From an optimization exercise on the open Yosys and OpenROAD flow, aimed at small area and a short achievable clock period; shortcuts taken in it are not production practice.
At most, simulation tests tie the RTL to the original design; equivalence was not proved.
The RTL of run 1 was laid out without a check of its function.
Power is estimated from default activity; no workload was simulated.

`flow/design.v`:
```
`default_nettype none
package cpu_trace_pkg;
  localparam logic [1:0] TRACE_KIND_RF  = 2'b01;
  localparam logic [1:0] TRACE_KIND_MEM = 2'b10;
  localparam int TRACE_ADDR_W = 32;
  localparam int TRACE_DATA_W = 32;
  localparam int TRACE_CYC_W  = 32;
  localparam int TRACE_ENTRY_W = 2 + TRACE_CYC_W + TRACE_ADDR_W + 5 +
                                 TRACE_DATA_W + TRACE_ADDR_W + TRACE_DATA_W;
endpackage
`default_nettype wire
`default_nettype none
module trace_halt_detect #(
  parameter int ADDR_W      = 32,
  parameter int HALT_CYCLES = 4
) (
  input  logic              clk,
  input  logic              rst_n,
  input  logic              clr,
  input  logic              en,
  input  logic [ADDR_W-1:0] pc,
  output logic              halted
);
  localparam int              CNT_W       = $clog2(HALT_CYCLES);
  localparam logic [CNT_W-1:0] c_halt_last = CNT_W'(HALT_CYCLES - 1);
  localparam logic [CNT_W-1:0] c_halt_arm  = CNT_W'(HALT_CYCLES - 2);
  logic [ADDR_W-1:0] r_prev_pc;
  logic [CNT_W-1:0]  r_cnt;
  logic              r_halted;
  logic              w_same;
  assign w_same = en && (pc == r_prev_pc);
  always_ff @(posedge clk or negedge rst_n) begin
    if (!rst_n) begin
      r_prev_pc <= '0;
      r_cnt     <= '0;
      r_halted  <= 1'b0;
    end else if (clr) begin
      r_prev_pc <= '0;
      r_cnt     <= '0;
      r_halted  <= 1'b0;
    end else begin
      r_prev_pc <= pc;
      if (!r_halted) begin
        if (w_same) begin
          if (r_cnt != c_halt_last) r_cnt <= r_cnt + CNT_W'(1);
          if (r_cnt == c_halt_arm) r_halted <= 1'b1;
        end else begin
          r_cnt <= '0;
        end
      end
    end
  end
  assign halted = r_halted;
endmodule
`default_nettype wire
`default_nettype none
module cpu_trace_buffer #(
  parameter int DEPTH       = 16,
  parameter int ADDR_W      = 32,
  parameter int DATA_W      = 32,
  parameter int CYC_W       = 32,
  parameter int HALT_CYCLES = 4
) (
  input  logic                       clk,
  input  logic                       rst_n,
  input  logic                       en,
  input  logic                       clr,
  input  logic                       mode_wrap,
  input  logic [ADDR_W-1:0]          pc,
  input  logic                       rf_we,
  input  logic [4:0]                 rf_waddr,
  input  logic [DATA_W-1:0]          rf_wdata,
  input  logic                       mem_we,
  input  logic [ADDR_W-1:0]          mem_addr,
  input  logic [DATA_W-1:0]          mem_wdata,
  output logic                       rd_valid,
  input  logic                       rd_ready,
  output logic [1:0]                 rd_kind,
  output logic [CYC_W-1:0]           rd_cycle,
  output logic [ADDR_W-1:0]          rd_pc,
  output logic [4:0]                 rd_reg,
  output logic [DATA_W-1:0]          rd_rdata,
  output logic [ADDR_W-1:0]          rd_maddr,
  output logic [DATA_W-1:0]          rd_mdata,
  output logic [$clog2(DEPTH):0]     count,
  output logic                       overflow,
  output logic                       halted,
  output logic [CYC_W-1:0]           cycle
);
  localparam int CNT_W   = $clog2(DEPTH) + 1;
  localparam int RING    = DEPTH;
  localparam int ENTRY_W = 2 + CYC_W + ADDR_W + 5 + DATA_W + ADDR_W + DATA_W;
  logic [CNT_W-1:0]   r_count;
  logic               r_valid;    
  logic               r_rc0;      
  logic               r_full;     
  logic [RING-1:0]    r_wsel;
  logic [RING-1:0]    r_rsel;
  logic               r_overflow;
  logic [CYC_W-1:0]   r_cycle;
  logic [ENTRY_W-1:0] r_ring [0:RING-1];
  logic [ENTRY_W-1:0] r_head;
  logic [ENTRY_W-1:0] w_in;
  logic [ENTRY_W-1:0] w_ring_rd;
  logic w_halted;
  logic w_rf_ev, w_ev, w_push, w_pop, w_full_nopop;
  logic w_direct, w_drop, w_ovw, w_ring_push, w_ring_pop, w_load_head, w_ring_we;
  logic w_inc, w_dec;
  trace_halt_detect #(
    .ADDR_W      (ADDR_W),
    .HALT_CYCLES (HALT_CYCLES)
  ) u_halt (
    .clk    (clk),
    .rst_n  (rst_n),
    .clr    (clr),
    .en     (en),
    .pc     (pc),
    .halted (w_halted)
  );
  assign w_rf_ev      = rf_we && (rf_waddr != 5'd0);
  assign w_ev         = w_rf_ev || mem_we;
  assign w_push       = en && !w_halted && w_ev;
  assign w_pop        = r_valid && rd_ready;
  assign w_full_nopop = r_full && !rd_ready;
  assign w_drop       = w_push && w_full_nopop && !mode_wrap;
  assign w_ovw        = w_push && w_full_nopop && mode_wrap;
  assign w_direct     = r_rc0 && (rd_ready || !r_valid);
  assign w_ring_push  = w_push && !w_direct && !w_drop;
  assign w_ring_pop   = !r_rc0 && (w_pop || w_ovw);
  assign w_load_head  = rd_ready || !r_valid || w_ovw;
  assign w_inc        = w_push && !w_pop && !r_full;
  assign w_dec        = !w_push && w_pop;
  assign w_in = {mem_we, w_rf_ev, r_cycle, pc, rf_waddr, rf_wdata, mem_addr, mem_wdata};
  always_comb begin
    w_ring_rd = '0;
    for (int i = 0; i < RING; i++)
      w_ring_rd = w_ring_rd | ({ENTRY_W{r_rsel[i]}} & r_ring[i]);
  end
  assign w_ring_we = 1'b1;
  always_ff @(posedge clk) begin
    for (int i = 0; i < RING; i++)
      if (w_ring_we && r_wsel[i]) r_ring[i] <= w_in;
    if (w_load_head) r_head <= r_rc0 ? w_in : w_ring_rd;
  end
  always_ff @(posedge clk or negedge rst_n) begin
    if (!rst_n) begin
      r_count    <= '0;
      r_valid    <= 1'b0;
      r_rc0      <= 1'b1;
      r_full     <= 1'b0;
      r_wsel     <= RING'(1);
      r_rsel     <= RING'(1);
      r_overflow <= 1'b0;
      r_cycle    <= '0;
    end else if (clr) begin
      r_count    <= '0;
      r_valid    <= 1'b0;
      r_rc0      <= 1'b1;
      r_full     <= 1'b0;
      r_wsel     <= RING'(1);
      r_rsel     <= RING'(1);
      r_overflow <= 1'b0;
      r_cycle    <= '0;
    end else begin
      if (en && !w_halted && (r_cycle != {CYC_W{1'b1}})) r_cycle <= r_cycle + CYC_W'(1);
      if (w_push && w_full_nopop) r_overflow <= 1'b1;
      if (w_ring_push) r_wsel <= {r_wsel[RING-2:0], r_wsel[RING-1]};
      if (w_ring_pop)  r_rsel <= {r_rsel[RING-2:0], r_rsel[RING-1]};
      if (w_inc) begin
        r_count <= r_count + CNT_W'(1);
        r_valid <= 1'b1;
        r_rc0   <= (r_count == '0);
        r_full  <= (r_count == CNT_W'(DEPTH - 1));
      end else if (w_dec) begin
        r_count <= r_count - CNT_W'(1);
        r_valid <= (r_count != CNT_W'(1));
        r_rc0   <= (r_count <= CNT_W'(2));
        r_full  <= 1'b0;
      end
    end
  end
  assign rd_valid = r_valid;
  assign rd_kind  = r_head[ENTRY_W-1 -: 2];
  assign rd_cycle = r_head[ENTRY_W-3 -: CYC_W];
  assign rd_pc    = r_head[ENTRY_W-3-CYC_W -: ADDR_W];
  assign rd_reg   = r_head[2*DATA_W+ADDR_W +: 5]     & {5{r_head[ENTRY_W-2]}};
  assign rd_rdata = r_head[DATA_W+ADDR_W +: DATA_W]  & {DATA_W{r_head[ENTRY_W-2]}};
  assign rd_maddr = r_head[DATA_W +: ADDR_W]         & {ADDR_W{r_head[ENTRY_W-1]}};
  assign rd_mdata = r_head[0 +: DATA_W]              & {DATA_W{r_head[ENTRY_W-1]}};
  assign count    = r_count;
  assign overflow = r_overflow;
  assign halted   = w_halted;
  assign cycle    = r_cycle;
endmodule
`default_nettype wire
```
`flow/run.sh`:
```
#!/bin/bash
# synth_recipe.tcl (not shown) runs the flow's synth.tcl, then flattens the netlist and writes it again
# the make line also repeats each setting of config.mk as NAME=value (left out here)
make -C /OpenROAD-flow-scripts/flow DESIGN_CONFIG=/design/flow/config.mk WORK_HOME=/design/flow/orfs CLKGATE_MAP_FILE= SYNTH_SCRIPT=/design/flow/synth_recipe.tcl finish
```
`flow/config.mk`:
```
export PLATFORM = sky130hd
export DESIGN_NAME = cpu_trace_buffer
export DESIGN_NICKNAME = cpu_trace_buffer
export VERILOG_FILES = /design/flow/design.v
export SDC_FILE = /design/flow/constraint.sdc
export NUM_CORES = 4
export LEC_CHECK = 0
export CAP_MARGIN = 20
export CORE_MARGIN = 2
export CORE_UTILIZATION = 40
export SLEW_MARGIN = 20
```
`flow/constraint.sdc`:
```
create_clock -name core_clock -period 5.5 [get_ports {clk}]
set_input_delay 1.1000 -clock core_clock [delete_from_list [all_inputs] [get_ports {clk}]]
set_output_delay 1.1000 -clock core_clock [all_outputs]
set_load 0.01 [all_outputs]
```
==> results of run 1 <==
-- power groups by stage --
stage / logic (mW) / clock network [mW] / registers [mW]
floorplan: 2.05 / 0 / 26.4
global placement: 4.07 / 0 / 26.8
finish: 4.11 / 20.8 / 26.3
global route: 4.40 / 21.9 / 26.4
CTS: 4.17 / 21.1 / 26.3
detailed placement: 4.15 / 0 / 26.8
-- flip-flops by register name, summed over array words and instances, names as in the netlist --
signal / cells
r_count: 5
r_cycle: 32
r_full: 1
r_head: 167
r_overflow: 1
r_rc0: 1
r_ring: 2672
r_rsel: 16
r_valid: 1
r_wsel: 16
u_halt.r_cnt: 2
u_halt.r_halted: 1
u_halt.r_prev_pc: 32
-- worst max-delay path: stages (launching register included) --
cell and delay [ps]:
sky130_fd_sc_hd__edfxtp_1 1000, sky130_fd_sc_hd__buf_12 320, sky130_fd_sc_hd__and2_1 190, sky130_fd_sc_hd__clkdlybuf4s50_1 530
-- cell families after synthesis --
logic type                 Yosys count  synth area share
buffers and inverters              576           0.02248
adders and majority gates            9          0.001048
muxes                               50          0.005029
AOI/OAI and AO/OA                 1541            0.1092
DFF                               2947            0.8184
xor gates and xnor gates            55          0.004482
and+or+nand+nor                    776           0.03930
-- layer usage --
layer | up-vias | GRT usage | share of wire
met4 | 34 | 0.07578 | 0.030
met2 | 3384 | 0.3773 | 0.48
met5 | - | 0 | 0.00060
met1 | 32300 | 0.3199 | 0.40
met3 | 585 | 0.04681 | 0.094
li1 | 25230 | - | -
-- stage by stage --
stage / power, mW / utilization
floorplan: 28.45 / -
global placement: 30.85 / 0.4301
detailed placement: 30.91 / 0.4304
CTS: 51.56 / 0.4679
global route: 52.66 / 0.4681
finish: 51.20 / 0.4681
-- Yosys cell counts, types with 11 or more instances --
library cell               count
sky130_fd_sc_hd__a21oi_1     164
sky130_fd_sc_hd__a221oi_1    257
sky130_fd_sc_hd__a22o_1      257
sky130_fd_sc_hd__a22oi_1     822
sky130_fd_sc_hd__and2_1      107
sky130_fd_sc_hd__buf_1        42
sky130_fd_sc_hd__buf_4        67
sky130_fd_sc_hd__clkbuf_1    323
sky130_fd_sc_hd__dfrtp_1     105
sky130_fd_sc_hd__edfxtp_1   2839
sky130_fd_sc_hd__inv_1       141
sky130_fd_sc_hd__mux2_2       30
sky130_fd_sc_hd__mux2i_1      18
sky130_fd_sc_hd__nand2_1      46
sky130_fd_sc_hd__nand3_1     158
sky130_fd_sc_hd__nand4_1     178
sky130_fd_sc_hd__nor2_1       83
sky130_fd_sc_hd__nor2b_1      12
sky130_fd_sc_hd__nor3_1      145
sky130_fd_sc_hd__nor4_1       11
sky130_fd_sc_hd__o21ai_0      28
sky130_fd_sc_hd__xnor2_1      14
sky130_fd_sc_hd__xor2_1       41
-- placed cells by master (no fill, tap or decap), drive strengths merged, types with 11 or more instances in the layout --
cell type      count
edfxtp          2839
a22oi            822
clkbuf           389
clkdlybuf4s50    345
a22o             257
a221oi           257
nand4            179
a21oi            164
nand3            159
inv              150
nor3             146
buf              137
clkinv           123
and2             107
dfrtp            105
nor2              83
nand2             46
xor2              41
mux2              32
bufinv            31
o21ai             28
diode             22
mux2i             18
xnor2             14
nor2b             12
nor4              11
-- cell type report --
type / count / area, um2 / area share
sequential: 2947 / 88080 / 0.7029
multi-input combinational: 2431 / 17110 / 0.1365
clock buffer: 389 / 8413 / 0.06714
timing repair buffer: 482 / 5039 / 0.04021
tap: 3552 / 4444 / 0.03546
clock inverter: 172 / 1640 / 0.01309
inverter: 142 / 533.0 / 0.004253
antenna: 22 / 55.05 / 0.0004393
-- worst max-delay path by stage --
stage | end | slack, ps
2_1_floorplan | r_head[0] | 1090
3_3_place_gp | r_head[146] | 950
3_5_place_dp | r_head[38] | 830
4_1_cts | rd_mdata[5] | 1260
5_1_grt | rd_maddr[14] | 1230
6_report | rd_maddr[17] | 1370
==> summary.md, run 1 <==
| Metric | Value |
|---|---|
| Endpoint kind of the worst setup timing path | output pin |
| Total number of nets in the final design | ~6.5k |
| Data required time of the worst path | 4400 ps |
| Layout cell share with drive strength beyond 1 | 0.09874 |
| Part of the total power dissipated in combinational logic | 0.080 |
| Arrival time worst endpoint | between 3000 and 4000 ps |
| Reg clk slew, reported paths | 60 ps |
| Total placed cells including tap cells | around 9.6k |
| Kind of critical path | reg -> out |
| Post-route setup slack | 1368 ps |
| Worst IR Drop VDD | 0.3688 mV |
| Transition time of the tightest slew-check pin | 1189 ps |
| Global-route usage over all layers | 0.2343 |
| Launch point of the critical path | r_head[166] |
| Total gr overflow | 0 |
| Worst hold slack | between 200 and 250 ps |
| Unrepaired setup endpoints after global routing | no |
| Weighted congestion at the end of routability-driven global placement | between 0.7 and 0.8 |
| Cell Int Power | a little under 40 mW |
| Static Leakage | 39.80 nW |
| Vias in the first global route | about 60k |
| Number of DRC violations after detailed routing | 0 |
| Post-Synthesis Cells | 5954 |
| CP Launch Type | register |
| P_sw | 11.56 mW |
| Overall via count from detail_route | 61.53k |
| Cell area after synthesis | between 100000 and 150000 um2 |
| Row count | 190 |
| Detailed-routing iteration count for the pre-antenna-repair pass | 6 |
| Cell variety after synth | 55 |
| Initial antenna violation count | 53 |
| Share of synthesized flip-flops with an asynchronous set or reset | 0.03665 |
| First-pass GRT wire length | 455600 um |
| Crit Reg-Reg Startpoint | u_halt.r_halted |
| IO Port Bufs | around 350 |
| Synthesized flop and latch total | around 2.9k |
| Number of fill cells | 22.55k |
| Standard cell area after detailed placement | ~120000 um2 |
| Final critical-path share of the clock period | 0.7513 |
| Cell type with the highest aggregate area in the netlist | sky130_fd_sc_hd__edfxtp_1 |
| Chip height | 522.3 um |
| Cell area after layout | 125300 um2 |
| Clk Latency, worst-skew pair | approximately 960 ps |
| Count of cells along the worst register-to-register path | 5 |
| Post-detailed-route wirelength per cell | 32.28 um |
| Prevailing post-synth register cell | sky130_fd_sc_hd__edfxtp_1 |
| Resized cells post-CTS | 0 |
| Die Area | 272800 um2 |
| Clock Path Buffers | 4 |
| H-Tree Level Count | 5 |
| Hold-fix buffer count after cts | 0 |
| DRT iter0 DRCs | approximately 7.4k |
| Filler-free cell count of the finished design | ~10k |
| Normalized max-slew margin | 0.2076 |
| Detailed Route WL | 327200 um |
| Fraction of synthesized cell area taken by the top area cell type | 0.7932 |
| Share of power burned in registers | 0.513 |
| Mean instance size in the synthesized netlist | 18.05 um2 |
| Area growth from synthesis to layout | 16.60% |
| TritonCTS clock tree | built |
| Max Cap Violations | 0 |
| Switching Share | 0.2258 |
| Post-detailed-route count of antenna-violating nets | 0 |
| Sequential area share after synthesis | 0.8184 |
| Share of total power in the clock network | 0.406 |
| CTS Buf Count | between 300 and 400 |
| Highest clock frequency the design can meet | roughly 240 MHz |
| Max Transition Viols Final | 0 |
| Total number of yosys warnings | 3 |
| Clock period minus worst slack | 4132 ps |
| Sum of negative setup slack | 0 ps |
| Number of top-level pins | about 350 |
| Run status | complete, no violations |
| Total setup buffers inserted after CTS | 0 |
| Maximum number of pins on one net before global-route repair | 100 |
| Power density normalized to cell area | approximately 410 nW/um2 |
| Clock Skew | 60.81 ps |
| Synth top area cells | sky130_fd_sc_hd__edfxtp_1, sky130_fd_sc_hd__a22oi_1, sky130_fd_sc_hd__dfrtp_1, sky130_fd_sc_hd__a221oi_1, sky130_fd_sc_hd__a22o_1 |
| Starting density of the core | 0.4015 |
| R2R setup slack | roughly 2300 ps |
| Placed wire-length estimate after detailed placement | between 150000 and 200000 um |
| Number of vias per cell | 6.070 |
| Floorplan core area | 267700 um2 |
| Synth Net Count | 6104 |
| Root Driver | sky130_fd_sc_hd__clkbuf_16 |
| Minimum setup slack after placement | between 800 and 900 ps |
| Number of enable-type register cells in the synthesized netlist | around 2.8k |
| Type of the tightest min-delay check | in -> async |
| Worst reg2reg endpoint | r_head[19] |
| Count of final setup violators | 0 |
| CTS Sinks | 2947 |
| Die Wd | roughly 520 um |
| Top fanout value on the critical path | 56 |
| Hold Fails Final Rpt | 0 |
==> run 2, diff against run 1 <==
--- a/flow/design.v
+++ b/flow/design.v
@@ -90,3 +90,3 @@
   localparam int CNT_W   = $clog2(DEPTH) + 1;
-  localparam int RING    = DEPTH;
+  localparam int RING    = DEPTH - 1;
   localparam int ENTRY_W = 2 + CYC_W + ADDR_W + 5 + DATA_W + ADDR_W + DATA_W;
@@ -132,3 +132,5 @@
   assign w_dec        = !w_push && w_pop;
-  assign w_in = {mem_we, w_rf_ev, r_cycle, pc, rf_waddr, rf_wdata, mem_addr, mem_wdata};
+  assign w_in = {mem_we, w_rf_ev, r_cycle, pc,
+                 rf_waddr & {5{w_rf_ev}}, rf_wdata & {DATA_W{w_rf_ev}},
+                 mem_addr & {ADDR_W{mem_we}}, mem_wdata & {DATA_W{mem_we}}};
   always_comb begin
@@ -138,3 +140,3 @@
   end
-  assign w_ring_we = 1'b1;
+  assign w_ring_we = !r_full || rd_ready || (w_push && mode_wrap);
   always_ff @(posedge clk) begin
@@ -185,6 +187,6 @@
   assign rd_pc    = r_head[ENTRY_W-3-CYC_W -: ADDR_W];
-  assign rd_reg   = r_head[2*DATA_W+ADDR_W +: 5]     & {5{r_head[ENTRY_W-2]}};
-  assign rd_rdata = r_head[DATA_W+ADDR_W +: DATA_W]  & {DATA_W{r_head[ENTRY_W-2]}};
-  assign rd_maddr = r_head[DATA_W +: ADDR_W]         & {ADDR_W{r_head[ENTRY_W-1]}};
-  assign rd_mdata = r_head[0 +: DATA_W]              & {DATA_W{r_head[ENTRY_W-1]}};
+  assign rd_reg   = r_head[2*DATA_W+ADDR_W +: 5];
+  assign rd_rdata = r_head[DATA_W+ADDR_W +: DATA_W];
+  assign rd_maddr = r_head[DATA_W +: ADDR_W];
+  assign rd_mdata = r_head[0 +: DATA_W];
   assign count    = r_count;
--- a/flow/config.mk
+++ b/flow/config.mk
@@ -9,3 +9,6 @@
 export CORE_MARGIN = 2
-export CORE_UTILIZATION = 40
+export CORE_UTILIZATION = 70
+export CTS_CLUSTER_DIAMETER = 60
+export CTS_CLUSTER_SIZE = 24
+export SETUP_SLACK_MARGIN = 3.0
 export SLEW_MARGIN = 20
==> run 2 against run 1 <==
Still clean on timing, DRC and antenna; combinational power down 35%; critical path type is now reg -> reg; non-clock buffer count up 480; sequential share of layout area down 2.3 points; largest cell class unchanged; wire length up 13%; area after synthesis down 5.7%; maximum frequency up 45%.
==> summary.md, run 2 <==
| Metric | Value |
|---|---|
| Synthesized flop and latch total | 2778 (-5.7%) |
| Dominant cell by count in the synthesized netlist | sky130_fd_sc_hd__edfxtp_1 |
| Post-layout total power | 39.44 mW (-23%) |
| Met3 capacity usage during global routing | 0.1150 (+0.06816) |
| Weighted congestion at the end of routability-driven global placement | 0.8339 (+10%) |
| Post-route setup slack | 2659 ps (+1291 ps) |
| Ordered cell list for the critical path | buf_16 -> a22oi_1 -> nand4_1 -> nor2_1 -> a21oi_1 |
| Static Leakage | 41.24 nW (+3.6%) |
| Commonest non-fill, non-tap cell in the layout | sky130_fd_sc_hd__edfxtp_1 |
| Largest registers ranked by flip-flop count | r_ring: 2505 flops, r_head: 167 flops |
| Minimum setup slack after placement | 781.7 ps (-47.68 ps) |
| Power density normalized to cell area | 322.6 nW/um2 (-21%) |
| Prevailing post-synth register cell | sky130_fd_sc_hd__edfxtp_1 |
| Vias in the first global route | 60.18k (-0.66%) |
| Clk Latency, worst-skew pair | 850 ps (-110 ps) |
| Commonest cells after routing, fill and taps aside | sky130_fd_sc_hd__edfxtp_1, sky130_fd_sc_hd__a22oi_1, sky130_fd_sc_hd__a21oi_1 |
| Die Wd | 384.4 um (-26%) |
| Top fanout value on the critical path | 101 (+80%) |
| Kind of critical path | reg -> reg |
| Placed wire-length estimate after detailed placement | 135400 um (-14%) |
| Area growth from synthesis to layout | 20.69% |
| Total number of nets in the final design | 6719 (+3.8%) |
| Data required time of the worst path | 6030 ps (+1630 ps) |
| Initial antenna violation count | 13 (-75%) |
| Hold-fix buffer count after cts | 0 (unchanged) |
| Reg clk slew, reported paths | 90 ps (+30 ps) |
| Largest stage delay, worst path | 720 ps (-280 ps) |
| Reg with most FFs | r_ring |
| First-pass GRT wire length | 434900 um (-4.5%) |
| Type of the tightest min-delay check | in -> async |
| Maximum number of pins on one net before global-route repair | 111 (+11%) |
| Post-detailed-route count of antenna-violating nets | 0 (unchanged) |
| Number of vias per cell | 7.956 (+31%) |
| Max Transition Viols Final | 0 (unchanged) |
| Chip height | 384.4 um (-26%) |
| DRT iter0 DRCs | 15.68k (+110%) |
| Layout cell share with drive strength beyond 1 | 0.1835 (+0.08474) |
| CTS Sinks | 2778 (-5.7%) |
| Number of flip-flops under the largest register name | 2505 (-6.3%) |
| Die Area | 147800 um2 (-46%) |
| Overall via count from detail_route | 68.41k (+11%) |
| Hold Fails Final Rpt | 0 (unchanged) |
| Cell variety after synth | 68 (+24%) |
| Max Cap Violations | 0 (unchanged) |
| Total number of yosys warnings | 3 (unchanged) |
| CP Launch Type | register |
| Unrepaired setup endpoints after global routing | yes |
| Synth top area cells | sky130_fd_sc_hd__edfxtp_1, sky130_fd_sc_hd__a22oi_1, sky130_fd_sc_hd__dfrtp_1, sky130_fd_sc_hd__nand4_1, sky130_fd_sc_hd__a21oi_1 |
| IO Port Bufs | 347 (unchanged) |
| Number of top-level pins | 348 (unchanged) |
| Count of cells along the worst register-to-register path | 5 (unchanged) |
| Floorplan core area | 143700 um2 (-46%) |
| Clock period minus worst slack | 2841 ps (-1291 ps) |
| Most numerous cell types in the synthesized netlist | sky130_fd_sc_hd__edfxtp_1, sky130_fd_sc_hd__a22oi_1, sky130_fd_sc_hd__a21oi_1, sky130_fd_sc_hd__nand4_1, sky130_fd_sc_hd__clkbuf_1 |
| Worst IR Drop VDD | 0.2545 mV (-31%) |
| Mean instance size in the synthesized netlist | 17.41 um2 (-3.5%) |
| Post-Synthesis Cells | 5817 (-2.3%) |
| Cell area after synthesis | 101300 um2 (-5.7%) |
| Transition time of the tightest slew-check pin | 980.6 ps (-207.9 ps) |
| Count of final setup violators | 0 (unchanged) |
| Final critical-path share of the clock period | 0.5166 (-0.2348) |
| TritonCTS clock tree | built |
| Met1 track utilization from global routing | 0.5884 (+0.2685) |
| Highest clock frequency the design can meet | 352.0 MHz (+45%) |
| Cell type with the highest aggregate area in the netlist | sky130_fd_sc_hd__edfxtp_1 |
| Grt met2 use | 0.6385 (+0.2611) |
| Clock Path Buffers | 3 (-1) |
| Number of enable-type register cells in the synthesized netlist | 2672 (-5.9%) |
| Post-detailed-route wirelength per cell | 42.87 um (+33%) |
| Starting density of the core | 0.7051 (+0.3036) |
| Clock Skew | 37.17 ps (-23.65 ps) |
| Share of synthesized flip-flops with an asynchronous set or reset | 0.03816 (+0.001510) |
| Endpoint kind of the worst setup timing path | register |
| Most Crowded Layer GR | met2 |
| CTS Buf Count | 152 (-52%) |
| Cell with the largest stage delay on the worst path | sky130_fd_sc_hd__dfrtp_4 |
| Global-route usage over all layers | 0.4199 (+0.1855) |
| Standard cell area after detailed placement | 107300 um2 (-6.8%) |
| Synth Net Count | 5967 (-2.2%) |
| Total gr overflow | 0 (unchanged) |
| Fraction of synthesized cell area taken by the top area cell type | 0.7921 (-0.001134) |
| Run status | complete, no violations |
| Detailed-routing iteration count for the pre-antenna-repair pass | 20 (+14) |
| Sum of negative setup slack | 0 ps (unchanged) |
| Cell area after layout | 122300 um2 (-2.4%) |
| Detailed Route WL | 368600 um (+13%) |
| H-Tree Level Count | 4 (-1) |
| Number of DRC violations after detailed routing | 0 (unchanged) |
| Row count | 139 (-27%) |
| Normalized max-slew margin | 0.3462 (+0.1386) |
| Arrival time worst endpoint | 3370 ps (+340 ps) |
| Root Driver | sky130_fd_sc_hd__clkbuf_16 |
| Sequential area share after synthesis | 0.8183 (about the same) |
run 2: cell count changes after synthesis, sizes merged, moves of 167 or more:
| cell | previous run | this run |
|---|---|---|
| a21oi | 164 | 348 |
| a22o | 257 | 37 |
| a22oi | 822 | 1095 |
| a221oi | 257 | 38 |
| edfxtp | 2839 | 2672 |
| nor2 | 83 | 255 |
run 2: layout make-up:
class	count	area, um2
timing repair inverter	1	7.507
sequential	2778	83060
clock inverter	83	885.9
antenna	14	35.03
multi-input combinational	2501	16730
timing repair buffer	962	14450
tap	1903	2381
inverter	173	653.1
fill	6131	21400
clock buffer	184	4050
run 2: final timing paths:
| kind | slack, ps | to | from |
|---|---|---|---|
| min reg2reg | 570 | u_halt.r_cnt[1] | u_halt.r_cnt[1] |
| min in group core_clock | 570 | u_halt.r_cnt[1] | u_halt.r_cnt[1] |
| max in group asynchronous | 4150 | r_cycle[18] | rst_n |
| max | 2660 | r_head[166] | r_rsel[13] |
| min | 290 | u_halt.r_prev_pc[31] | rst_n |
| max reg2reg | 2660 | r_head[166] | r_rsel[13] |
run 2: kinds of logic after synthesis:
kind of cell             count (synthesis)  synth area share
XOR/XNOR                                47          0.004064
AO/OA/AOI/OAI                         1564            0.1089
buffers and inverters                  561           0.02233
multiplexers                            40          0.004051
flip-flops                            2778            0.8183
adder cells (fa/ha/maj)                  9          0.001112
AND/OR/NAND/NOR                        818           0.04118
run 2: worst max-delay path, delay by kind of cell (launching register included):
| family | cells | cell delay [ps] |
|---|---|---|
| flip-flops | 1 | 720 |
| AND/OR/NAND/NOR | 2 | 680 |
| AO/OA/AOI/OAI | 2 | 680 |
| buffers and inverters | 1 | 430 |
run 2: what timing repair did:
item / CTS / global route
buffers inserted: 178 / 37
cloned: 70 / 225
resized for setup: 1171 / 247
endpoints found under the hold margin: 0 / 0
pin swaps: 18 / 5
endpoints found under the setup margin: 3613 / 2625
run 2: routing by layer:
layer | share of wire | wire (um) | up-vias
met1 | 0.30 | 110700 | 33070
met3 | 0.19 | 68960 | 1847
met2 | 0.43 | 157700 | 8407
met5 | 0.00031 | 115 | -
li1 | - | - | 25080
met4 | 0.085 | 31160 | 18
run 2: where the power goes:
| part | leakage (nW) | switching, mW | total [mW] | internal [mW] |
|---|---|---|---|---|
| Combinational | 12.4 | 1.75 | 2.66 | 0.912 |
| Clock | 2.40 | 7.05 | 12.9 | 5.83 |
| Sequential | 26.5 | 0.214 | 23.9 | 23.7 |
run 2: stage by stage:
step                      cells  hold WS, ps  utilization
final                      8599        290.6       0.8510
after global routing       8585        287.0       0.8508
after global placement     7808        530.9       0.7473
after CTS                  8323        264.3       0.8075
after detailed placement   7808        542.6       0.7473
after floorplan            5817        502.4            -
==> run 3, diff against run 2 <==
==> flow/flow/run.sh (new file) <==
#!/bin/bash
# Standard layout with two changes to how it is made:
#  - every port is buffered, as standard, but with buf_4 instead of the
#    smallest buffer the tool picks (a slow delay cell);
#  - after global placement each output port's buffer is moved to its pin
#    and a flip-flop that feeds only that buffer is moved right behind it.
set -euo pipefail
WORK=$(pwd)
export BUFFER_PORTS_ARGS="-buffer_cell sky130_fd_sc_hd__buf_4"
export POST_GLOBAL_PLACE_TCL="$WORK/flow/pull_outputs.tcl"
bash standard.sh > "$WORK/standard_flow.log" 2>&1
==> flow/flow/pull_outputs.tcl (new file) <==
# Pull each output port's buffer to its pin, and the flip-flop that feeds
# only that buffer right behind it, so the flop-to-port path is short.
set block [ord::get_db_block]
set core [$block getCoreArea]
set cx0 [$core xMin]; set cy0 [$core yMin]; set cx1 [$core xMax]; set cy1 [$core yMax]
proc clamp {v lo hi} { expr {$v < $lo ? $lo : ($v > $hi ? $hi : $v)} }
proc driver_of {net} {
  foreach it [$net getITerms] {
    if {[$it isOutputSignal]} { return $it }
  }
  return ""
}
set moved_buf 0; set moved_ff 0
foreach bterm [$block getBTerms] {
  if {[$bterm getIoType] ne "OUTPUT"} continue
  set net [$bterm getNet]
  if {$net eq "NULL" || $net eq ""} continue
  set drv [driver_of $net]
  if {$drv eq ""} continue
  set buf [$drv getInst]
  set bb [$bterm getBBox]
  set px [expr {([$bb xMin] + [$bb xMax]) / 2}]
  set py [expr {([$bb yMin] + [$bb yMax]) / 2}]
  # inward direction
  set dl [expr {$px - $cx0}]; set dr [expr {$cx1 - $px}]
  set db [expr {$py - $cy0}]; set dt [expr {$cy1 - $py}]
  set m [lsort -real [list $dl $dr $db $dt]]
  set mn [lindex $m 0]
  set dx 0; set dy 0
  if {$mn == $dl} {set dx 1} elseif {$mn == $dr} {set dx -1} elseif {$mn == $db} {set dy 1} else {set dy -1}
  set bm [$buf getMaster]
  set bw [$bm getWidth]; set bh [$bm getHeight]
  set bx [clamp [expr {$px - $bw/2}] $cx0 [expr {$cx1 - $bw}]]
  set by [clamp [expr {$py - $bh/2}] $cy0 [expr {$cy1 - $bh}]]
  $buf setLocation $bx $by
  incr moved_buf
  # flop feeding the buffer
  set ain ""
  foreach it [$buf getITerms] { if {[$it isInputSignal]} { set ain $it } }
  if {$ain eq ""} continue
  set n2 [$ain getNet]
  if {$n2 eq "NULL" || $n2 eq ""} continue
  set d2 [driver_of $n2]
  if {$d2 eq ""} continue
  set ff [$d2 getInst]
  if {![[$ff getMaster] isSequential]} continue
  set loads 0
  foreach it [$n2 getITerms] { if {[$it isInputSignal]} { incr loads } }
  if {$loads > 3} continue
  set fm [$ff getMaster]
  set fw [$fm getWidth]; set fh [$fm getHeight]
  if {$dx == 1} { set fx [expr {$bx + $bw}]; set fy $by
  } elseif {$dx == -1} { set fx [expr {$bx - $fw}]; set fy $by
  } elseif {$dy == 1} { set fx $bx; set fy [expr {$by + $bh}]
  } else { set fx $bx; set fy [expr {$by - $fh}] }
  set fx [clamp $fx $cx0 [expr {$cx1 - $fw}]]
  set fy [clamp $fy $cy0 [expr {$cy1 - $fh}]]
  $ff setLocation $fx $fy
  incr moved_ff
}
puts "pull_outputs: moved $moved_buf output buffers and $moved_ff flip-flops"
==> flow/standard.sh (new file) <==
#!/bin/bash
# synth_recipe.tcl (not shown) runs the flow's synth.tcl, then flattens the netlist and writes it again
# the make line also repeats each setting of config.mk as NAME=value (left out here)
make -C /OpenROAD-flow-scripts/flow DESIGN_CONFIG=/design/flow/config.mk WORK_HOME=/design/flow/orfs CLKGATE_MAP_FILE= SYNTH_SCRIPT=/design/flow/synth_recipe.tcl "${@:-finish}"
removed: flow/run.sh
==> run 3 against run 2 <==
Critical endpoint is now r_ring[10][37]; maximum frequency increased by 7.8%; highest routed layer is now met4; largest cell class unchanged; cell count fell by 3.0%; still clean; via count fell by 7.0%; clock skew decreased by 3.5 ps; synthesized cell count unchanged; die area did not move; non-clock buffer count is 251 lower; critical path depth up 3; wire length decreased by 12%.
==> summary.md, run 3 <==
| Metric | Value |
|---|---|
| Run status | complete, no violations |
| Detailed Route WL | 323400 um (-12%) |
| Part of the total power dissipated in combinational logic | 0.064 (-0.003) |
| Power density normalized to cell area | 332.6 nW/um2 (+3.1%) |
| Standard cell area after detailed placement | 105900 um2 (-1.3%) |
| Chip height | 384.4 um (unchanged) |
| Data required time of the worst path | 6010 ps (-20 ps) |
| Commonest non-fill, non-tap cell in the layout | sky130_fd_sc_hd__edfxtp_1 |
| IO Port Bufs | 347 (unchanged) |
| First-pass GRT wire length | 429700 um (-1.2%) |
| P_sw | 8.470 mW (-6.0%) |
| Count of final setup violators | 0 (unchanged) |
| Number of DRC violations after detailed routing | 0 (unchanged) |
| Maximum number of pins on one net before global-route repair | 119 (+7.2%) |
| Cell area after layout | 116200 um2 (-5.0%) |
| Number of enable-type register cells in the synthesized netlist | 2672 (unchanged) |
| Cell type with the highest aggregate area in the netlist | sky130_fd_sc_hd__edfxtp_1 |
| Number of vias per cell | 7.630 (-4.1%) |
| Layout cell share with drive strength beyond 1 | 0.1700 (-0.01344) |
| Global-route usage over all layers | 0.4159 (-0.003987) |
| Type of the tightest min-delay check | in -> async |
| Clock period minus worst slack | 2636 ps (-204.8 ps) |
| Clock Skew | 33.65 ps (-3.514 ps) |
| Post-detailed-route count of antenna-violating nets | 0 (unchanged) |
| Overall via count from detail_route | 63.64k (-7.0%) |
| Crit Reg-Reg Startpoint | u_halt.r_halted |
| Share of synthesized flip-flops with an asynchronous set or reset | 0.03816 (unchanged) |
| Worst IR Drop VDD | 0.3371 mV (+32%) |
| Share of total power in the clock network | 0.318 (-0.009) |
| Post-route setup slack | 2864 ps (+204.8 ps) |
| Total gr overflow | 0 (unchanged) |
| Worst hold slack | 268.7 ps (-21.97 ps) |
| Top fanout value on the critical path | 26 (-74%) |
| Number of top-level pins | 348 (unchanged) |
| Initial antenna violation count | 10 (-3) |
| Highest clock frequency the design can meet | 379.3 MHz (+7.8%) |
| Cell variety after synth | 68 (unchanged) |
| Largest registers ranked by flip-flop count | r_ring: 2505 flops, r_head: 167 flops |
| Reg with most FFs | r_ring |
| Endpoint kind of the worst setup timing path | register |
| Cell area after synthesis | 101300 um2 (unchanged) |
| Ordered cell list for the critical path | buf_6 -> or4_4 -> o21ai_4 -> buf_12 -> a21oi_4 -> a21o_4 -> and2_4 -> buf_16 |
| Row count | 139 (unchanged) |
| Max Transition Viols Final | 0 (unchanged) |
| Switching Share | 0.2192 (-0.009393) |
| CTS Sinks | 2778 (unchanged) |
| Synthesized flop and latch total | 2778 (unchanged) |
| Max Cap Violations | 0 (unchanged) |
| Final critical-path share of the clock period | 0.4793 (-0.03724) |
| CP Launch Type | primary input |
| Synth top area cells | sky130_fd_sc_hd__edfxtp_1, sky130_fd_sc_hd__a22oi_1, sky130_fd_sc_hd__dfrtp_1, sky130_fd_sc_hd__nand4_1, sky130_fd_sc_hd__a21oi_1 |
| Commonest cells after routing, fill and taps aside | sky130_fd_sc_hd__edfxtp_1, sky130_fd_sc_hd__a22oi_1, sky130_fd_sc_hd__buf_4 |
| Die Area | 147800 um2 (unchanged) |
| Kind of critical path | in -> reg |
| Detailed-routing iteration count for the pre-antenna-repair pass | 25 (+25%) |
| Fraction of synthesized cell area taken by the top area cell type | 0.7921 (unchanged) |
| CTS Buf Count | 148 (-2.6%) |
| Largest stage delay, worst path | 540 ps (-180 ps) |
| Cell with the largest stage delay on the worst path | sky130_fd_sc_hd__or4_4 |
| Die Wd | 384.4 um (unchanged) |
| Number of fill cells | 7247 (+18%) |
| Prevailing post-synth register cell | sky130_fd_sc_hd__edfxtp_1 |
| Sum of negative setup slack | 0 ps (unchanged) |
| Normalized max-slew margin | 0.4881 (+0.1419) |
| Dominant cell by count in the synthesized netlist | sky130_fd_sc_hd__edfxtp_1 |
| Minimum setup slack after placement | 770.8 ps (-10.88 ps) |
| Root Driver | sky130_fd_sc_hd__clkbuf_16 |
| Sequential area share after synthesis | 0.8183 (unchanged) |
| Starting density of the core | 0.7051 (unchanged) |
| Static Leakage | 38.74 nW (-6.1%) |
| DRT iter0 DRCs | 12.87k (-18%) |
| TritonCTS clock tree | built |
| Clock Path Buffers | 3 (unchanged) |
| Total number of nets in the final design | 6480 (-3.6%) |
| Unrepaired setup endpoints after global routing | yes |
| Cell Int Power | 30.17 mW (-0.83%) |
| Hold Fails Final Rpt | 0 (unchanged) |
| Synth Net Count | 5967 (unchanged) |
| Number of flip-flops under the largest register name | 2505 (unchanged) |
| Arrival time worst endpoint | 3140 ps (-230 ps) |
| Mean instance size in the synthesized netlist | 17.41 um2 (unchanged) |
| Area growth from synthesis to layout | 14.70% |
| Post-Synthesis Cells | 5817 (unchanged) |
| Transition time of the tightest slew-check pin | 767.8 ps (-212.8 ps) |
| Most numerous cell types in the synthesized netlist | sky130_fd_sc_hd__edfxtp_1, sky130_fd_sc_hd__a22oi_1, sky130_fd_sc_hd__a21oi_1, sky130_fd_sc_hd__nand4_1, sky130_fd_sc_hd__clkbuf_1 |
| Share of power burned in registers | 0.618 (+0.012) |
| H-Tree Level Count | 4 (unchanged) |
| Placed wire-length estimate after detailed placement | 129200 um (-4.5%) |
| Total number of yosys warnings | 3 (unchanged) |
| Floorplan core area | 143700 um2 (unchanged) |
| Vias in the first global route | 59.82k (-0.59%) |
| Reg clk slew, reported paths | 90 ps (about the same) |
| Clk Latency, worst-skew pair | 810 ps (-40 ps) |
| Launch point of the critical path | rf_waddr[4] |
| Post-detailed-route wirelength per cell | 38.77 um (-9.6%) |
run 3: cell count changes in the layout (fill, tap and decap cells not counted), moves of 13 or more:
cell                              change
sky130_fd_sc_hd__buf_12              -66
sky130_fd_sc_hd__buf_6               -40
sky130_fd_sc_hd__buf_4              +321
sky130_fd_sc_hd__dlygate4sd2_1       -13
sky130_fd_sc_hd__buf_2              -160
sky130_fd_sc_hd__clkdlybuf4s50_1    -107
sky130_fd_sc_hd__buf_8               -14
sky130_fd_sc_hd__and2_4              +13
sky130_fd_sc_hd__clkbuf_16          -116
sky130_fd_sc_hd__buf_16              -46
run 3: power groups by stage:
stage          sequential, mW  combinational (mW)  clock [mW]
2_1_floorplan            24.4               0.910           0
3_5_place_dp             24.4                2.13           0
6_report                 23.9                2.49        12.3
5_1_grt                  23.9                2.60        12.9
3_3_place_gp             24.4                2.06           0
4_1_cts                  23.9                2.33        12.2
run 3: final cells by class:
| type | instances | area [um2] | share of cell area |
|---|---|---|---|
| clock buffers | 179 | 3999 | 0.03442 |
| repair buffers | 711 | 8697 | 0.07486 |
| flip-flops and latches | 2778 | 83050 | 0.7148 |
| well taps | 1903 | 2381 | 0.02049 |
| repair inverters | 6 | 45.04 | 0.0003877 |
| diodes | 10 | 25.02 | 0.0002154 |
| clock inverters | 69 | 660.6 | 0.005686 |
| multi-input cells | 2512 | 16650 | 0.1433 |
| inverters | 173 | 671.9 | 0.005783 |
run 3: cell families (layout without fill, tap and decap cells):
logic type | count (synthesis) | in the layout | synth area share
simple gates | 818 | 848 | 0.04118
other cells | 0 | 10 | 0
buf+inv | 561 | 1138 | 0.02233
flops | 2778 | 2778 | 0.8183
compound gates | 1564 | 1568 | 0.1089
mux | 40 | 40 | 0.004051
xor+xnor | 47 | 47 | 0.004064
fa+ha+maj | 9 | 9 | 0.001112
run 3: through the flow:
stage          utilization  power [mW]  cells
6_report            0.8088       38.64   8341
5_1_grt             0.8086       39.40   8332
4_1_cts             0.7949       38.40   8226
3_5_place_dp        0.7373       26.49   7771
3_3_place_gp        0.7373       26.43   7770
2_1_floorplan            -       25.34   5817
run 3: path summary, 6_finish.rpt:
kind	end	slack, ps	depth (start not counted)
min	r_cycle[4]	270	1
min in group core_clock	u_halt.r_cnt[0]	550	1
max in group asynchronous	r_cycle[23]	4190	2
min reg2reg	u_halt.r_cnt[0]	550	1
max reg2reg	r_ring[10][79]	2930	6
max	r_ring[10][37]	2860	8
run 3: critical path: cells and delay by family:
family	cells	cell delay, ps
AO/OA/AOI/OAI	3	540
buffers and inverters	3	540
AND/OR/NAND/NOR	2	880
run 3: what timing repair did:
action                                  4_1_cts  5_1_grt
pin swaps                                    27        7
hold buffers                                  0        0
gates resized for setup                     232       94
gates cloned                                 69       63
setup buffers                               138       42
endpoints found under the setup margin     3398     2253
run 3: routing by layer:
metal / GRT usage / wire (um) / share of wire / up-vias
met4: 0.1783 / 16300 / 0.050 / 0
met2: 0.6373 / 147900 / 0.46 / 6548
met5: 0 / 0 / 0 / -
met3: 0.09661 / 52050 / 0.16 / 930
li1: - / - / - / 24570
met1: 0.5864 / 107200 / 0.33 / 31600
==> run 4, diff against run 3 <==
--- a/flow/design.v
+++ b/flow/design.v
@@ -21,3 +21,5 @@
   input  logic [ADDR_W-1:0] pc,
-  output logic              halted
+  output logic              halted,     
+  output logic              halted_i,   
+  output logic              halted_nx   
 );
@@ -29,15 +31,21 @@
   logic              r_halted;
+  logic              r_halted_o;   
   logic              w_same;
+  logic              w_arm;
   assign w_same = en && (pc == r_prev_pc);
+  assign w_arm  = w_same && (r_cnt == c_halt_arm);
   always_ff @(posedge clk or negedge rst_n) begin
     if (!rst_n) begin
-      r_prev_pc <= '0;
-      r_cnt     <= '0;
-      r_halted  <= 1'b0;
+      r_prev_pc  <= '0;
+      r_cnt      <= '0;
+      r_halted   <= 1'b0;
+      r_halted_o <= 1'b0;
     end else if (clr) begin
-      r_prev_pc <= '0;
-      r_cnt     <= '0;
-      r_halted  <= 1'b0;
+      r_prev_pc  <= '0;
+      r_cnt      <= '0;
+      r_halted   <= 1'b0;
+      r_halted_o <= 1'b0;
     end else begin
       r_prev_pc <= pc;
+      if (w_arm) r_halted_o <= 1'b1;
       if (!r_halted) begin
@@ -52,3 +60,5 @@
   end
-  assign halted = r_halted;
+  assign halted    = r_halted_o;
+  assign halted_i  = r_halted;
+  assign halted_nx = !clr && (r_halted || w_arm);
 endmodule
@@ -97,5 +107,10 @@
   logic [RING-1:0]    r_wsel;
-  logic [RING-1:0]    r_rsel;
+  localparam int RSEL_N = 4;
+  localparam int SLICE  = (ENTRY_W + RSEL_N - 1) / RSEL_N;
+  logic [RING-1:0]    r_rsel [0:RSEL_N-1];
   logic               r_overflow;
   logic [CYC_W-1:0]   r_cycle;
+  logic [CNT_W-1:0]   r_count_o;
+  logic               r_valid_o;
+  logic [CYC_W-1:0]   r_cycle_o;
   logic [ENTRY_W-1:0] r_ring [0:RING-1];
@@ -104,3 +119,5 @@
   logic [ENTRY_W-1:0] w_ring_rd;
-  logic w_halted;
+  logic w_halted, w_halted_nx;
+  logic r_fnh;      
+  logic w_full_nx;
   logic w_rf_ev, w_ev, w_push, w_pop, w_full_nopop;
@@ -112,8 +129,10 @@
   ) u_halt (
-    .clk    (clk),
-    .rst_n  (rst_n),
-    .clr    (clr),
-    .en     (en),
-    .pc     (pc),
-    .halted (w_halted)
+    .clk      (clk),
+    .rst_n    (rst_n),
+    .clr      (clr),
+    .en       (en),
+    .pc       (pc),
+    .halted    (halted),
+    .halted_i  (w_halted),
+    .halted_nx (w_halted_nx)
   );
@@ -125,3 +144,3 @@
   assign w_drop       = w_push && w_full_nopop && !mode_wrap;
-  assign w_ovw        = w_push && w_full_nopop && mode_wrap;
+  assign w_ovw        = r_fnh && !rd_ready && en && w_ev && mode_wrap;
   assign w_direct     = r_rc0 && (rd_ready || !r_valid);
@@ -137,6 +156,7 @@
     w_ring_rd = '0;
-    for (int i = 0; i < RING; i++)
-      w_ring_rd = w_ring_rd | ({ENTRY_W{r_rsel[i]}} & r_ring[i]);
-  end
-  assign w_ring_we = !r_full || rd_ready || (w_push && mode_wrap);
+    for (int b = 0; b < ENTRY_W; b++)
+      for (int i = 0; i < RING; i++)
+        w_ring_rd[b] = w_ring_rd[b] | (r_rsel[b / SLICE][i] & r_ring[i][b]);
+  end
+  assign w_ring_we = !r_full || rd_ready || (r_fnh && en && w_ev && mode_wrap);
   always_ff @(posedge clk) begin
@@ -146,2 +166,3 @@
   end
+  assign w_full_nx = w_inc ? (r_count == CNT_W'(DEPTH - 1)) : (w_dec ? 1'b0 : r_full);
   always_ff @(posedge clk or negedge rst_n) begin
@@ -152,6 +173,10 @@
       r_full     <= 1'b0;
+      r_fnh      <= 1'b0;
       r_wsel     <= RING'(1);
-      r_rsel     <= RING'(1);
+      for (int k = 0; k < RSEL_N; k++) r_rsel[k] <= RING'(1);
       r_overflow <= 1'b0;
       r_cycle    <= '0;
+      r_count_o  <= '0;
+      r_valid_o  <= 1'b0;
+      r_cycle_o  <= '0;
     end else if (clr) begin
@@ -161,11 +186,18 @@
       r_full     <= 1'b0;
+      r_fnh      <= 1'b0;
       r_wsel     <= RING'(1);
-      r_rsel     <= RING'(1);
+      for (int k = 0; k < RSEL_N; k++) r_rsel[k] <= RING'(1);
       r_overflow <= 1'b0;
       r_cycle    <= '0;
+      r_count_o  <= '0;
+      r_valid_o  <= 1'b0;
+      r_cycle_o  <= '0;
     end else begin
       if (en && !w_halted && (r_cycle != {CYC_W{1'b1}})) r_cycle <= r_cycle + CYC_W'(1);
+      if (en && !w_halted && (r_cycle_o != {CYC_W{1'b1}})) r_cycle_o <= r_cycle_o + CYC_W'(1);
       if (w_push && w_full_nopop) r_overflow <= 1'b1;
       if (w_ring_push) r_wsel <= {r_wsel[RING-2:0], r_wsel[RING-1]};
-      if (w_ring_pop)  r_rsel <= {r_rsel[RING-2:0], r_rsel[RING-1]};
+      if (w_ring_pop)
+        for (int k = 0; k < RSEL_N; k++) r_rsel[k] <= {r_rsel[k][RING-2:0], r_rsel[k][RING-1]};
+      r_fnh <= w_full_nx && !w_halted_nx;
       if (w_inc) begin
@@ -175,2 +207,4 @@
         r_full  <= (r_count == CNT_W'(DEPTH - 1));
+        r_count_o <= r_count_o + CNT_W'(1);
+        r_valid_o <= 1'b1;
       end else if (w_dec) begin
@@ -180,2 +214,4 @@
         r_full  <= 1'b0;
+        r_count_o <= r_count_o - CNT_W'(1);
+        r_valid_o <= (r_count_o != CNT_W'(1));
       end
@@ -183,3 +219,3 @@
   end
-  assign rd_valid = r_valid;
+  assign rd_valid = r_valid_o;
   assign rd_kind  = r_head[ENTRY_W-1 -: 2];
@@ -191,6 +227,5 @@
   assign rd_mdata = r_head[0 +: DATA_W];
-  assign count    = r_count;
+  assign count    = r_count_o;
   assign overflow = r_overflow;
-  assign halted   = w_halted;
-  assign cycle    = r_cycle;
+  assign cycle    = r_cycle_o;
 endmodule
--- a/flow/flow/run.sh
+++ b/flow/flow/run.sh
@@ -5,3 +5,5 @@
 #  - after global placement each output port's buffer is moved to its pin
-#    and a flip-flop that feeds only that buffer is moved right behind it.
+#    and a flip-flop that feeds only that buffer is moved right behind it
+#    (a flip-flop that also feeds other logic keeps its place and gets its
+#    port buffer beside it).
 set -euo pipefail
--- a/flow/flow/pull_outputs.tcl
+++ b/flow/flow/pull_outputs.tcl
@@ -1,3 +1,4 @@
 # Pull each output port's buffer to its pin, and the flip-flop that feeds
-# only that buffer right behind it, so the flop-to-port path is short.
+# only that buffer right behind it, so the flop-to-port path is short. A flop
+# that also feeds other logic stays, and its port buffer goes beside it.
 set block [ord::get_db_block]
@@ -34,17 +35,28 @@
   set by [clamp [expr {$py - $bh/2}] $cy0 [expr {$cy1 - $bh}]]
+  # the flop feeding the buffer, if any
+  set ff ""
+  set loads 0
+  foreach it [$buf getITerms] { if {[$it isInputSignal]} { set ain $it } }
+  set n2 [$ain getNet]
+  if {$n2 ne "NULL" && $n2 ne ""} {
+    set d2 [driver_of $n2]
+    if {$d2 ne "" && [[[$d2 getInst] getMaster] isSequential]} {
+      set ff [$d2 getInst]
+      foreach it [$n2 getITerms] { if {[$it isInputSignal]} { incr loads } }
+    }
+  }
+  if {$ff ne "" && $loads > 1} {
+    # the flop also feeds logic of its own: leave it, and put the buffer
+    # right beside it so the flop drives a short wire
+    set loc [$ff getLocation]
+    set fw [[$ff getMaster] getWidth]
+    set bx [clamp [expr {[lindex $loc 0] + $fw}] $cx0 [expr {$cx1 - $bw}]]
+    set by [clamp [lindex $loc 1] $cy0 [expr {$cy1 - $bh}]]
+    $buf setLocation $bx $by
+    incr moved_buf
+    continue
+  }
   $buf setLocation $bx $by
   incr moved_buf
-  # flop feeding the buffer
-  set ain ""
-  foreach it [$buf getITerms] { if {[$it isInputSignal]} { set ain $it } }
-  if {$ain eq ""} continue
-  set n2 [$ain getNet]
-  if {$n2 eq "NULL" || $n2 eq ""} continue
-  set d2 [driver_of $n2]
-  if {$d2 eq ""} continue
-  set ff [$d2 getInst]
-  if {![[$ff getMaster] isSequential]} continue
-  set loads 0
-  foreach it [$n2 getITerms] { if {[$it isInputSignal]} { incr loads } }
-  if {$loads > 3} continue
+  if {$ff eq ""} continue
   set fm [$ff getMaster]
--- a/flow/config.mk
+++ b/flow/config.mk
@@ -9,3 +9,3 @@
 export CORE_MARGIN = 2
-export CORE_UTILIZATION = 70
+export CORE_UTILIZATION = 66
 export CTS_CLUSTER_DIAMETER = 60
==> run 4 against run 3 <==
Critical endpoint is now r_ring[5][165]; critical path type unchanged; sequential share of layout area grew 1.2 points; final area grew 0.88%; non-clock buffer count shrank 138; clock skew shrank 5.3 ps; still clean on timing, DRC and antenna; global-route usage shrank 4.9 points; area after synthesis grew 3.6%.
==> summary.md, run 4 <==
| Metric | Value |
|---|---|
| Global-route usage over all layers | 0.3669 (-0.04898) |
| Prevailing post-synth register cell | sky130_fd_sc_hd__edfxtp_1 |
| Share of synthesized flip-flops with an asynchronous set or reset | 0.06671 (+0.02856) |
| Number of enable-type register cells in the synthesized netlist | 2672 (unchanged) |
| Number of vias per cell | 7.299 (-4.3%) |
| Crit Reg-Reg Startpoint | r_cycle[0] |
| Synth Net Count | 6059 (+1.5%) |
| CTS Sinks | 2863 (+3.1%) |
| Number of flip-flops under the largest register name | 2505 (unchanged) |
| Starting density of the core | 0.6636 (-0.04155) |
| Largest registers ranked by flip-flop count | r_ring: 2505 flops, r_head: 167 flops, r_rsel: 60 flops |
| Root Driver | sky130_fd_sc_hd__clkbuf_16 |
| Detailed-routing iteration count for the pre-antenna-repair pass | 14 (-44%) |
| Cell area after synthesis | 105000 um2 (+3.6%) |
| IO Port Bufs | 347 (unchanged) |
| Data required time of the worst path | 5940 ps (-70 ps) |
| Initial antenna violation count | 13 (+3) |
| Commonest cells after routing, fill and taps aside | sky130_fd_sc_hd__edfxtp_1, sky130_fd_sc_hd__a22oi_1, sky130_fd_sc_hd__buf_4 |
| Total area of sequential cells | 85160 um2 (+2.5%) |
| Max Transition Viols Final | 0 (unchanged) |
| Layout cell share with drive strength beyond 1 | 0.1572 (-0.01289) |
| Power density normalized to cell area | 368.0 nW/um2 (+11%) |
| Multi-input gate area | 18760 um2 (+13%) |
| Overall via count from detail_route | 61.73k (-3.0%) |
| Met2 routed wirelength | 141700 um (-4.2%) |
| Hold-fix buffer count after cts | 0 (unchanged) |
| Total buffers and inverters traversed by the critical path | 2 (-1) |
| Number of logic stages on the critical path including buffering | 7 (-1) |
| Unrepaired setup endpoints after global routing | yes |
| Minimum setup slack after placement | 807.7 ps (+36.86 ps) |
| Worst hold slack | 300.4 ps (+31.78 ps) |
| Critical path's top delay family | simple AND/OR/NAND/NOR gates |
| Arrival time worst endpoint | 3050 ps (-90 ps) |
| Most numerous cell types in the synthesized netlist | sky130_fd_sc_hd__edfxtp_1, sky130_fd_sc_hd__a22oi_1, sky130_fd_sc_hd__clkbuf_1, sky130_fd_sc_hd__nand4_1, sky130_fd_sc_hd__a21oi_1 |
| Chip height | 402.8 um (+4.8%) |
| Post-detailed-route count of antenna-violating nets | 0 (unchanged) |
| First-pass GRT wire length | 424400 um (-1.2%) |
| Count of final setup violators | 0 (unchanged) |
| Die Area | 162300 um2 (+9.8%) |
| Highest clock frequency the design can meet | 383.6 MHz (+1.1%) |
| Worst reg2reg endpoint | r_cycle[31] |
| Die Wd | 402.8 um (+4.8%) |
| Cell type with the highest aggregate area in the netlist | sky130_fd_sc_hd__edfxtp_1 |
| Vias in the first global route | 58.93k (-1.5%) |
| Number of top-level pins | 348 (unchanged) |
| Clock Path Buffers | 3 (unchanged) |
| Cell with the largest stage delay on the worst path | sky130_fd_sc_hd__and2_4 |
| Number of DRC violations after detailed routing | 0 (unchanged) |
| Met1 wire length | 113900 um (+6.3%) |
| Count of cells along the worst register-to-register path | 7 (+1) |
| Top fanout value on the critical path | 21 (-19%) |
| Ordered cell list for the critical path | buf_4 -> nor2_2 -> a21boi_4 -> o2111ai_4 -> buf_12 -> nand2_4 -> and2_4 |
| Clock Skew | 28.37 ps (-5.281 ps) |
| Post-Synthesis Cells | 5905 (+1.5%) |
| Clk Latency, worst-skew pair | 810 ps (about the same) |
| Sum of negative setup slack | 0 ps (unchanged) |
| Dominant cell by count in the synthesized netlist | sky130_fd_sc_hd__edfxtp_1 |
| Total number of nets in the final design | 6421 (-0.91%) |
| Largest stage delay, worst path | 620 ps (+80 ps) |
| Sequential area share after synthesis | 0.8099 (-0.008387) |
| Cell variety after synth | 63 (-7.4%) |
| DRT iter0 DRCs | 10.43k (-19%) |
| Synth top area cells | sky130_fd_sc_hd__edfxtp_1, sky130_fd_sc_hd__a22oi_1, sky130_fd_sc_hd__dfrtp_1, sky130_fd_sc_hd__nand4_1, sky130_fd_sc_hd__clkbuf_1 |
| Post-detailed-route wirelength per cell | 35.57 um (-8.3%) |
| Max Cap Violations | 0 (unchanged) |
| TritonCTS clock tree | built |
| Maximum number of pins on one net before global-route repair | 142 (+19%) |
| Transition time of the tightest slew-check pin | 1069 ps (+301.2 ps) |
| Kind of critical path | in -> reg |
| Hold Fails Final Rpt | 0 (unchanged) |
| Synthesized flop and latch total | 2863 (+3.1%) |
| Floorplan core area | 158200 um2 (+10%) |
| Row count | 146 (+5.0%) |
| Reg clk slew, reported paths | 90 ps (about the same) |
| Total number of yosys warnings | 4 (+1) |
| Number of fill cells | 9314 (+29%) |
| CTS Buf Count | 158 (+6.8%) |
| Detailed Route WL | 300900 um (-7.0%) |
| Commonest non-fill, non-tap cell in the layout | sky130_fd_sc_hd__edfxtp_1 |
| R2R setup slack | 2970 ps (+40 ps) |
| Mean instance size in the synthesized netlist | 17.78 um2 (+2.1%) |
| Normalized max-slew margin | 0.2873 (-0.2008) |
| Area growth from synthesis to layout | 11.65% |
| Post-route setup slack | 2893 ps (+29.22 ps) |
| Final critical-path share of the clock period | 0.4740 (-0.005313) |
| Clock period minus worst slack | 2607 ps (-29.22 ps) |
| Total gr overflow | 0 (unchanged) |
| Worst IR Drop VDD | 0.3418 mV (+1.4%) |
| Static Leakage | 38.11 nW (-1.6%) |
| Placed wire-length estimate after detailed placement | 140400 um (+8.7%) |
| Reg with most FFs | r_ring |
| Endpoint kind of the worst setup timing path | register |
| H-Tree Level Count | 4 (unchanged) |
| Uppermost layer routed | met5 |
| End point of the critical path | r_ring[5][165] |
| CP Launch Type | primary input |
| Type of the tightest min-delay check | in -> async |
| Fraction of synthesized cell area taken by the top area cell type | 0.7643 (-0.02777) |
| Run status | complete, no violations |
| Wire length on met3 | 37870 um (-27%) |
| Launch point of the critical path | rf_waddr[3] |
[run 4: changes by cell type after synthesis, sizes merged, moves of 43 or more]
cell and delta:
clkbuf +55, inv -145, buf -49, nor2 -174
nand2 -76, dfrtp +82, nand2b +47, a21oi -117
o22a +155, mux2i +43, and2 +103
[run 4: per-stage QoR]
stage / utilization / std cells / power (mW) / instance area, um2
2_1_floorplan: - / 5905 / 27.87 / 105000
3_3_place_gp: 0.6952 / 8044 / 30.22 / 110000
3_5_place_dp: 0.6956 / 8046 / 30.28 / 110000
4_1_cts: 0.7386 / 8429 / 43.07 / 116800
5_1_grt: 0.7407 / 8449 / 44.20 / 117200
6_report: 0.7409 / 8458 / 43.13 / 117200
[run 4: cells by family (layout without fill, tap and decap cells)]
kind of cell,count (synthesis),count (layout),share of synthesized area
compound gates,1646,1646,0.1147
simple gates,824,847,0.04595
flops,2863,2863,0.8099
fa+ha+maj,13,13,0.001550
xor+xnor,53,53,0.004422
mux,84,84,0.008117
other cells,0,10,0
buf+inv,422,870,0.01534
[run 4: worst min path at each step]
stage,start,to,depth (start not counted)
global route,rst_n,r_cycle_o[16],1
global placement,r_wsel[14],r_wsel[14],2
detailed placement,r_overflow,r_overflow,2
floorplan,r_wsel[14],r_wsel[14],2
finish,rst_n,r_cycle_o[16],1
CTS,rst_n,r_cycle_o[16],1
[run 4: routing by layer]
metal / up-vias / track usage
li1: 25020 / -
met1: 31800 / 0.5438
met2: 4459 / 0.5721
met3: 451 / 0.07193
met4: 6 / 0.09403
met5: - / 0
[run 4: cell type report]
type / count / share of cell area
timing repair buffer: 573 / 0.04684
clock inverter: 89 / 0.008167
antenna: 10 / 0.0002135
clock buffer: 180 / 0.03489
multi-input combinational: 2643 / 0.1601
inverter: 28 / 0.001036
tap: 2072 / 0.02212
sequential: 2863 / 0.7266
[run 4: where the power goes]
part	total [mW]	leakage (nW)	switching [mW]	internal [mW]
clock network	13.0	2.45	7.03	5.93
registers	25.3	27.6	0.378	24.9
logic	4.92	8.06	3.08	1.84
total	43.1	38.1	10.5	32.6
[run 4: timing repair]
action,CTS,global route
buffers inserted,78,17
cloned,36,2
resized for setup,122,62
pin swaps,17,3
setup endpoints to repair,2896,486
==> run 5, diff against run 4 <==
--- a/flow/design.v
+++ b/flow/design.v
@@ -119,2 +119,3 @@
   logic [ENTRY_W-1:0] w_ring_rd;
+  logic [ENTRY_W-1:0] w_ring_head;
   logic w_halted, w_halted_nx;
@@ -160,2 +161,4 @@
   end
+  assign w_ring_head = {w_ring_rd[ENTRY_W-1], |w_ring_rd[2*DATA_W+ADDR_W +: 5],
+                        w_ring_rd[ENTRY_W-3:0]};
   assign w_ring_we = !r_full || rd_ready || (r_fnh && en && w_ev && mode_wrap);
@@ -164,3 +167,3 @@
       if (w_ring_we && r_wsel[i]) r_ring[i] <= w_in;
-    if (w_load_head) r_head <= r_rc0 ? w_in : w_ring_rd;
+    if (w_load_head) r_head <= r_rc0 ? w_in : w_ring_head;
   end
==> run 5 against run 4 <==
Non-clock buffer count rose by 212; critical endpoint is now r_ring[10][45]; wire length rose by 6.9%; clock skew rose by 19 ps; sequential power fell by 3%; critical path type unchanged; sequential share of layout area fell by 2.8 points; setup slack got worse by 87 ps.
==> summary.md, run 5 <==
| Metric | Value |
|---|---|
| Detailed Route WL | 321800 um (+6.9%) |
| TritonCTS clock tree | built |
| Cell with the largest stage delay on the worst path | sky130_fd_sc_hd__or3_4 |
| Number of vias per cell | 7.395 (+1.3%) |
| R2R setup slack | 2860 ps (-110 ps) |
| Final critical-path share of the clock period | 0.4899 (+0.01586) |
| Row count | 145 (-0.68%) |
| Data required time of the worst path | 6050 ps (+110 ps) |
| Unrepaired setup endpoints after global routing | yes |
| Largest stage delay, worst path | 440 ps (-180 ps) |
| Endpoint kind of the worst setup timing path | register |
| Clock period minus worst slack | 2694 ps (+87.24 ps) |
| Count of cells along the worst register-to-register path | 5 (-2) |
| Worst hold slack | 191.1 ps (-109.3 ps) |
| Standard cell area after detailed placement | 110200 um2 (+0.14%) |
| Critical path's top delay family | simple AND/OR/NAND/NOR gates |
| Static Leakage | 39.68 nW (+4.1%) |
| Area growth from synthesis to layout | 16.09% |
| Cell area after layout | 121300 um2 (+3.5%) |
| Sequential area share after synthesis | 0.8097 (about the same) |
| Run status | complete, no violations |
| Commonest cells after routing, fill and taps aside | sky130_fd_sc_hd__edfxtp_1, sky130_fd_sc_hd__a22oi_1, sky130_fd_sc_hd__buf_4 |
| Floorplan core area | 156800 um2 (-0.91%) |
| Count of final setup violators | 0 (unchanged) |
| H-Tree Level Count | 4 (unchanged) |
| Share of synthesized flip-flops with an asynchronous set or reset | 0.06706 (+0.0003514) |
| Cell area after synthesis | 104400 um2 (-0.50%) |
| Number of logic stages on the critical path including buffering | 8 (+1) |
| CP Launch Type | primary input |
| Hold Fails Final Rpt | 0 (unchanged) |
| Largest registers ranked by flip-flop count | r_ring: 2490 flops, r_head: 167 flops, r_rsel: 60 flops |
| Sum of negative setup slack | 0 ps (unchanged) |
| Overall via count from detail_route | 63.93k (+3.6%) |
| Type of the tightest min-delay check | in -> async |
| Max Transition Viols Final | 0 (unchanged) |
| Maximum number of pins on one net before global-route repair | 136 (-4.2%) |
| Total gr overflow | 0 (unchanged) |
| Number of enable-type register cells in the synthesized netlist | 2657 (-0.56%) |
| Fraction of synthesized cell area taken by the top area cell type | 0.7639 (about the same) |
| Mean instance size in the synthesized netlist | 17.76 um2 (-0.11%) |
| Clk Latency, worst-skew pair | 830 ps (+20 ps) |
| Synthesized flop and latch total | 2848 (-0.52%) |
| Post-detailed-route wirelength per cell | 37.22 um (+4.6%) |
| Synth Net Count | 6036 (-0.38%) |
| Die Area | 161500 um2 (-0.50%) |
| DRT iter0 DRCs | 12.36k (+18%) |
| Cell variety after synth | 66 (+4.8%) |
| CTS Buf Count | 158 (unchanged) |
| Number of flip-flops under the largest register name | 2490 (-0.60%) |
| Normalized max-slew margin | 0.3125 (+0.02514) |
| Number of top-level pins | 348 (unchanged) |
| Post-Synthesis Cells | 5882 (-0.39%) |
| Top fanout value on the critical path | 16 (-24%) |
| Reg clk slew, reported paths | 90 ps (about the same) |
| Starting density of the core | 0.6663 (+0.002755) |
| Total buffers and inverters traversed by the critical path | 3 (+1) |
| Prevailing post-synth register cell | sky130_fd_sc_hd__edfxtp_1 |
| Initial antenna violation count | 10 (-3) |
| Highest clock frequency the design can meet | 371.2 MHz (-3.2%) |
| Layout cell share with drive strength beyond 1 | 0.1897 (+0.03255) |
| Reg with most FFs | r_ring |
| Filler-free cell count of the finished design | 8645 (+2.2%) |
| Chip height | 401.8 um (-0.25%) |
| Vias in the first global route | 59.85k (+1.6%) |
| Worst IR Drop VDD | 0.3326 mV (-2.7%) |
| Post-route setup slack | 2806 ps (-87.24 ps) |
| Minimum setup slack after placement | 1542 ps (+734.1 ps) |
| Clock Path Buffers | 3 (unchanged) |
| Total placed cells including tap cells | 8050 (+0.050%) |
| Die Wd | 401.8 um (-0.25%) |
| Clock Skew | 47.47 ps (+19.10 ps) |
[run 5: changes by cell type in the layout (fill, tap and decap cells not counted), sizes merged, moves of 13 or more]
cell / previous run / this run
or3: 29 / 42
xnor2: 47 / 34
buf: 561 / 717
o21ai: 33 / 50
clkbuf: 182 / 253
edfxtp: 2672 / 2657
[run 5: cells by family (layout without fill, tap and decap cells)]
group,after synthesis,after routing,share of synthesized area
buffers and inverters,418,1091,0.01526
multiplexers,89,89,0.008709
adder cells (fa/ha/maj),13,13,0.001557
AO/OA/AOI/OAI,1643,1643,0.1145
AND/OR/NAND/NOR,834,863,0.04715
XOR/XNOR,37,37,0.003103
other,0,3,0
flip-flops,2848,2848,0.8097
[run 5: power by group]
group,internal [mW],switching (mW),total (mW)
Sequential,24.3,0.243,24.5
Clock,6.18,7.09,13.3
Combinational,1.18,1.90,3.08
[run 5: through the flow]
step / power (mW) / utilization
after CTS: 40.66 / 0.7537
after global placement: 27.71 / 0.7030
final: 40.88 / 0.7736
after detailed placement: 27.75 / 0.7030
after global routing: 41.79 / 0.7735
after floorplan: 26.25 / -
[run 5: timing repair]
item,CTS,global route
gates resized for setup,184,160
hold buffers,0,0
setup buffers,110,41
pin swaps,18,5
endpoints found under the hold margin,0,0
setup endpoints to repair,2674,2068
gates cloned,51,113
[run 5: path summary, 6_finish.rpt]
path / startpoint / to
worst max-delay path: rf_waddr[1] / r_ring[10][45]
worst max register to register: r_full / r_ring[10][45]
min in group core_clock: r_valid_o / r_valid_o
worst min register to register: r_valid_o / r_valid_o
max in group asynchronous: rst_n / r_cycle[2]
worst min-delay path: rst_n / r_cycle[1]
[run 5: cell type report]
| cell class | count | area (um2) | area share |
|---|---|---|---|
| clock inverter | 92 | 1027 | 0.008472 |
| tap | 2058 | 2575 | 0.02124 |
| antenna | 3 | 7.507 | 0.00006191 |
| timing repair buffer | 785 | 9803 | 0.08085 |
| multi-input combinational | 2645 | 18770 | 0.1548 |
| sequential | 2848 | 84730 | 0.6988 |
| inverter | 29 | 121.4 | 0.001001 |
| clock buffer | 185 | 4223 | 0.03483 |
[run 5: metal layers]
metal  GRT usage  share of wire  vias up
li1            -              -    25440
met1      0.5498           0.36    32590
met2      0.5689           0.46     5349
met3     0.07154           0.14      544
met4     0.09992          0.035        4
met5           0       0.000084        -
